Source: an optimization exercise on an open RTL-to-GDS flow (aim: small area, a short achievable clock period and few clock cycles). Production flows keep margins and buffers that such runs may drop. Function was checked by simulation only, so behaviour that the tests miss may differ from the original. The flow treats the clock pin as an ideal source, which a real chip does not have. Power and IR drop assume default switching activity.

==> flow/design.v (excerpt) <==
module clock_sync_top (
	input  logic                          clk_i,
	input  logic                          arst_n_i,
	input  logic [7:0]                    mbox_addr_i,
	input  logic [7:0]                    mbox_data_i,
	input  logic                          mbox_we_i,
	input  logic [1:0]                    snapshot_req_i,
	output logic [15:0]                   local_count_o,
	output logic [127:0]                  results_o,
	output logic [15:0]                   status_o,
	output logic                          result_req_o,
	input  logic                          result_ack_i
);
For scale: ~1800 cells after synthesis, ~410 flip-flops, roughly 180 I/O pins, roughly 0.025 mm^2 of cells after synthesis.
Settings: LEC_CHECK=0, CAP_MARGIN=20, CORE_MARGIN=2, CORE_UTILIZATION=65, CTS_BUF_LIST=sky130_fd_sc_hd__clkbuf_8, CTS_CLUSTER_DIAMETER=80, CTS_CLUSTER_SIZE=16, PLACE_DENSITY=0.8, SLEW_MARGIN=20; clock period 9.0 ns.
standard.sh (not shown) runs the stock make flow with config.mk's settings and CLKGATE_MAP_FILE= SYNTH_SCRIPT=/design/flow/synth_recipe.tcl, a recipe that flattens the netlist after the stock synthesis.
==> flow/flow/run.sh <==
#!/bin/bash
set -euo pipefail
here=$(pwd)
bash standard.sh finish \
  MATCH_CELL_FOOTPRINT=0 SETUP_SLACK_MARGIN=5.3 \
  "BUFFER_PORTS_ARGS=-buffer_cell sky130_fd_sc_hd__buf_1" \
  POST_CTS_TCL=$here/flow/skew.tcl SKEW_BUF_CELL=sky130_fd_sc_hd__clkbuf_4 SKEW_PRE_CELL=sky130_fd_sc_hd__clkbuf_1 SKEW_OTHER_MARGIN=5.9 \
  > flow_make.log 2>&1
==> flow/flow/skew.tcl <==
# Useful skew for the stamp -> result paths. After clock tree synthesis, the result registers
# under each leaf clock net are moved, in groups of at most SKEW_MAX_FANOUT (8), behind one
# extra clock buffer driven by that leaf net,
# so they capture a little later than the stamp registers launch. Only the register-to-
# register paths into the result registers gain; their paths to the outputs lose. With
# SKEW_PRE_CELL set, a second, smaller buffer drives the extra buffer, for a longer delay.
set block [ord::get_db_block]
set master [[ord::get_db] findMaster $::env(SKEW_BUF_CELL)]
array set groups {}
foreach inst [$block getInsts] {
  if { [string match "u_offset_delay_calc.results_o*" [$inst getName]] } {
    set it [$inst findITerm CLK]
    lappend groups([[$it getNet] getName]) $it
  }
}
# at most SKEW_MAX_FANOUT registers behind each extra buffer, taken in order along x
set max_fanout 8
if { [info exists ::env(SKEW_MAX_FANOUT)] } {
  set max_fanout $::env(SKEW_MAX_FANOUT)
}
array set chunks {}
set c 0
foreach leaf [lsort [array names groups]] {
  set sorted [lsort -integer -index 0 [lmap it $groups($leaf) {
    list [lindex [[$it getInst] getLocation] 0] $it
  }]]
  set n [llength $sorted]
  set parts [expr { ($n + $max_fanout - 1) / $max_fanout }]
  set size [expr { ($n + $parts - 1) / $parts }]
  for { set i 0 } { $i < $n } { incr i $size } {
    set chunks($c) [list $leaf [lmap x [lrange $sorted $i [expr { $i + $size - 1 }]] { lindex $x 1 }]]
    incr c
  }
}
set k 0
foreach c [lsort -integer [array names chunks]] {
  lassign $chunks($c) leaf its
  set buf [odb::dbInst_create $block $master skew_buf_$k]
  set net [odb::dbNet_create $block clknet_skew_$k]
  $net setSigType CLOCK
  if { [info exists ::env(SKEW_PRE_CELL)] && $::env(SKEW_PRE_CELL) != "" } {
    set pre [odb::dbInst_create $block [[ord::get_db] findMaster $::env(SKEW_PRE_CELL)] skew_pre_$k]
    set mid [odb::dbNet_create $block clknet_skew_pre_$k]
    $mid setSigType CLOCK
    [$pre findITerm A] connect [$block findNet $leaf]
    [$pre findITerm X] connect $mid
    [$buf findITerm A] connect $mid
  } else {
    set pre ""
    [$buf findITerm A] connect [$block findNet $leaf]
  }
  [$buf findITerm X] connect $net
  set sx 0
  set sy 0
  foreach it $its {
    $it disconnect
    $it connect $net
    set loc [[$it getInst] getLocation]
    incr sx [lindex $loc 0]
    incr sy [lindex $loc 1]
  }
  set n [llength $its]
  $buf setLocation [expr { $sx / $n }] [expr { $sy / $n }]
  $buf setPlacementStatus PLACED
  if { $pre != "" } {
    $pre setLocation [expr { $sx / $n }] [expr { $sy / $n }]
    $pre setPlacementStatus PLACED
  }
  puts "skew: $n result registers under $leaf now behind skew_buf_$k"
  incr k
}
detailed_placement
estimate_parasitics -placement
# repair with the flow's setup margin, or with SKEW_REPAIR_MARGIN when that is set
set saved_margin $::env(SETUP_SLACK_MARGIN)
if { [info exists ::env(SKEW_REPAIR_MARGIN)] } {
  set ::env(SETUP_SLACK_MARGIN) $::env(SKEW_REPAIR_MARGIN)
}
repair_timing_helper
set ::env(SETUP_SLACK_MARGIN) $saved_margin
# with SKEW_OTHER_MARGIN set, one more repair towards that margin that leaves the logic in
# front of the result registers alone (it is held by set_dont_touch during the repair)
if { [info exists ::env(SKEW_OTHER_MARGIN)] } {
  set front [get_fanin -to [get_pins u_offset_delay_calc.results_o*/D] -only_cells -flat]
  set_dont_touch $front
  repair_timing -setup -setup_margin $::env(SKEW_OTHER_MARGIN) -repair_tns 100 -verbose
  unset_dont_touch $front
}
detailed_placement
check_placement -verbose
The starting point passed the timing, DRC and antenna checks.
Testbench counts at the start, summed over its fixed seeds: cycles 240.
Rerun with:
==> flow/flow/run.sh (replaced) <==
#!/bin/bash
set -euo pipefail
here=$(pwd)
bash standard.sh finish \
  MATCH_CELL_FOOTPRINT=0 SETUP_SLACK_MARGIN=5.3 \
  "BUFFER_PORTS_ARGS=-buffer_cell sky130_fd_sc_hd__buf_1" \
  POST_CTS_TCL=$here/flow/skew.tcl SKEW_BUF_CELL=sky130_fd_sc_hd__clkbuf_4 SKEW_PRE_CELL=sky130_fd_sc_hd__clkbuf_1 \
  > flow_make.log 2>&1
--- a/flow/flow/skew.tcl
+++ b/flow/flow/skew.tcl
@@ -73,17 +73,3 @@
 estimate_parasitics -placement
-# repair with the flow's setup margin, or with SKEW_REPAIR_MARGIN when that is set
-set saved_margin $::env(SETUP_SLACK_MARGIN)
-if { [info exists ::env(SKEW_REPAIR_MARGIN)] } {
-  set ::env(SETUP_SLACK_MARGIN) $::env(SKEW_REPAIR_MARGIN)
-}
 repair_timing_helper
-set ::env(SETUP_SLACK_MARGIN) $saved_margin
-# with SKEW_OTHER_MARGIN set, one more repair towards that margin that leaves the logic in
-# front of the result registers alone (it is held by set_dont_touch during the repair)
-if { [info exists ::env(SKEW_OTHER_MARGIN)] } {
-  set front [get_fanin -to [get_pins u_offset_delay_calc.results_o*/D] -only_cells -flat]
-  set_dont_touch $front
-  repair_timing -setup -setup_margin $::env(SKEW_OTHER_MARGIN) -repair_tns 100 -verbose
-  unset_dont_touch $front
-}
 detailed_placement
- CORE_UTILIZATION: 65 -> 75
- PLACE_DENSITY: 0.8 -> 0.88
Result: The changed run finished clean; wire length rises by 0.55%; total power falls by 1.2%; cell count falls by 3.2%; core utilization rises by 10 points; die area falls by 13%; worst setup slack got worse by 0.070 ns; combinational power stays flat; area after synthesis does not change; synthesized cell count does not change.
Rerun with:
--- a/flow/flow/run.sh
+++ b/flow/flow/run.sh
@@ -4,3 +4,3 @@
 bash standard.sh finish \
-  MATCH_CELL_FOOTPRINT=0 SETUP_SLACK_MARGIN=5.3 \
+  MATCH_CELL_FOOTPRINT=0 SETUP_SLACK_MARGIN=5.5 \
   "BUFFER_PORTS_ARGS=-buffer_cell sky130_fd_sc_hd__buf_1" \
--- a/flow/flow/skew.tcl
+++ b/flow/flow/skew.tcl
@@ -1,4 +1,3 @@
 # Useful skew for the stamp -> result paths. After clock tree synthesis, the result registers
-# under each leaf clock net are moved, in groups of at most SKEW_MAX_FANOUT (8), behind one
-# extra clock buffer driven by that leaf net,
+# under each leaf clock net are moved behind one extra clock buffer driven by that leaf net,
 # so they capture a little later than the stamp registers launch. Only the register-to-
@@ -15,24 +14,4 @@
 }
-# at most SKEW_MAX_FANOUT registers behind each extra buffer, taken in order along x
-set max_fanout 8
-if { [info exists ::env(SKEW_MAX_FANOUT)] } {
-  set max_fanout $::env(SKEW_MAX_FANOUT)
-}
-array set chunks {}
-set c 0
+set k 0
 foreach leaf [lsort [array names groups]] {
-  set sorted [lsort -integer -index 0 [lmap it $groups($leaf) {
-    list [lindex [[$it getInst] getLocation] 0] $it
-  }]]
-  set n [llength $sorted]
-  set parts [expr { ($n + $max_fanout - 1) / $max_fanout }]
-  set size [expr { ($n + $parts - 1) / $parts }]
-  for { set i 0 } { $i < $n } { incr i $size } {
-    set chunks($c) [list $leaf [lmap x [lrange $sorted $i [expr { $i + $size - 1 }]] { lindex $x 1 }]]
-    incr c
-  }
-}
-set k 0
-foreach c [lsort -integer [array names chunks]] {
-  lassign $chunks($c) leaf its
   set buf [odb::dbInst_create $block $master skew_buf_$k]
@@ -54,3 +33,3 @@
   set sy 0
-  foreach it $its {
+  foreach it $groups($leaf) {
     $it disconnect
@@ -61,3 +40,3 @@
   }
-  set n [llength $its]
+  set n [llength $groups($leaf)]
   $buf setLocation [expr { $sx / $n }] [expr { $sy / $n }]
- CORE_UTILIZATION: 75 -> 65
- PLACE_DENSITY: 0.88 -> 0.8
Result:
- The new run finished clean
- synthesized cell count does not change
- wire length increases by 1.8%
- via count decreases by 2.2%
- die area increases by 15%
- sequential share of layout area decreases by 1.1 points
- design area increases by 2.7%
- register-to-register slack improves by 0.15 ns
- setup slack improves by 0.15 ns
- combinational power increases by 13%
- core utilization decreases by 9.1 points
Rerun with:
==> flow/flow/run.sh (replaced) <==
#!/bin/bash
set -euo pipefail
bash standard.sh finish \
  MATCH_CELL_FOOTPRINT=0 SETUP_SLACK_MARGIN=5.45 \
  "BUFFER_PORTS_ARGS=-buffer_cell sky130_fd_sc_hd__buf_1" \
  > flow_make.log 2>&1
- SETUP_SLACK_MARGIN: not set -> 5
removed: flow/flow/skew.tcl
The changed run ran to the end with no violations.
Global-route usage decreases by 0.55 points.
Final cell count decreases by 1.5%.
Routed wire length increases by 1.0%.
Die area is unchanged.
Setup slack gets worse by 0.21 ns.
Area after synthesis does not change.
Hold slack gets better by 0.093 ns.
Critical path depth is unchanged.
Via count decreases by 0.84%.
Total power decreases by 1.5%.

==> afterwards: timing with drivers on the ports <==
The results above use ideal ports. As a check the final layouts listed here were re-extracted and re-timed, cells and wires unchanged. Step 1 (the two cells are an assumption about what drives the block):
set clk [get_ports {clk_i}]
set_driving_cell -lib_cell sky130_fd_sc_hd__clkbuf_16 $clk
set_driving_cell -lib_cell sky130_fd_sc_hd__buf_2 [delete_from_list [all_inputs] $clk]
Step 2, shift: input delay + t, output delay - t, t = (earliest + latest rising clock arrival at the registers) / 2. This alone moves slack from input paths to output paths. Three values: ideal ports, drivers, drivers and shift; two values: the first two.
run	shift t [ns]	slack for setup (ns)	clock arrival spread, ns	slew at the worst register clock pin (ns)
the first run	0.817	5.529 / 5.529 / 4.902	0.320 / 0.320	0.11 / 0.11
the second run	0.780	5.459 / 5.459 / 4.766	0.314 / 0.313	0.11 / 0.11
the third run	0.812	5.611 / 5.592 / 4.780	0.309 / 0.308	0.11 / 0.11
the fourth run	0.703	5.402 / 5.402 / 4.903	0.027 / 0.026	0.11 / 0.11
Clock arrivals are far apart in the first run, the second run and the third run, so t is only a midpoint there and step 2 fits no single register. For the third run, which loses most, drivers alone change the setup slack by -0.019 ns; drivers and shift together by -0.831 ns.
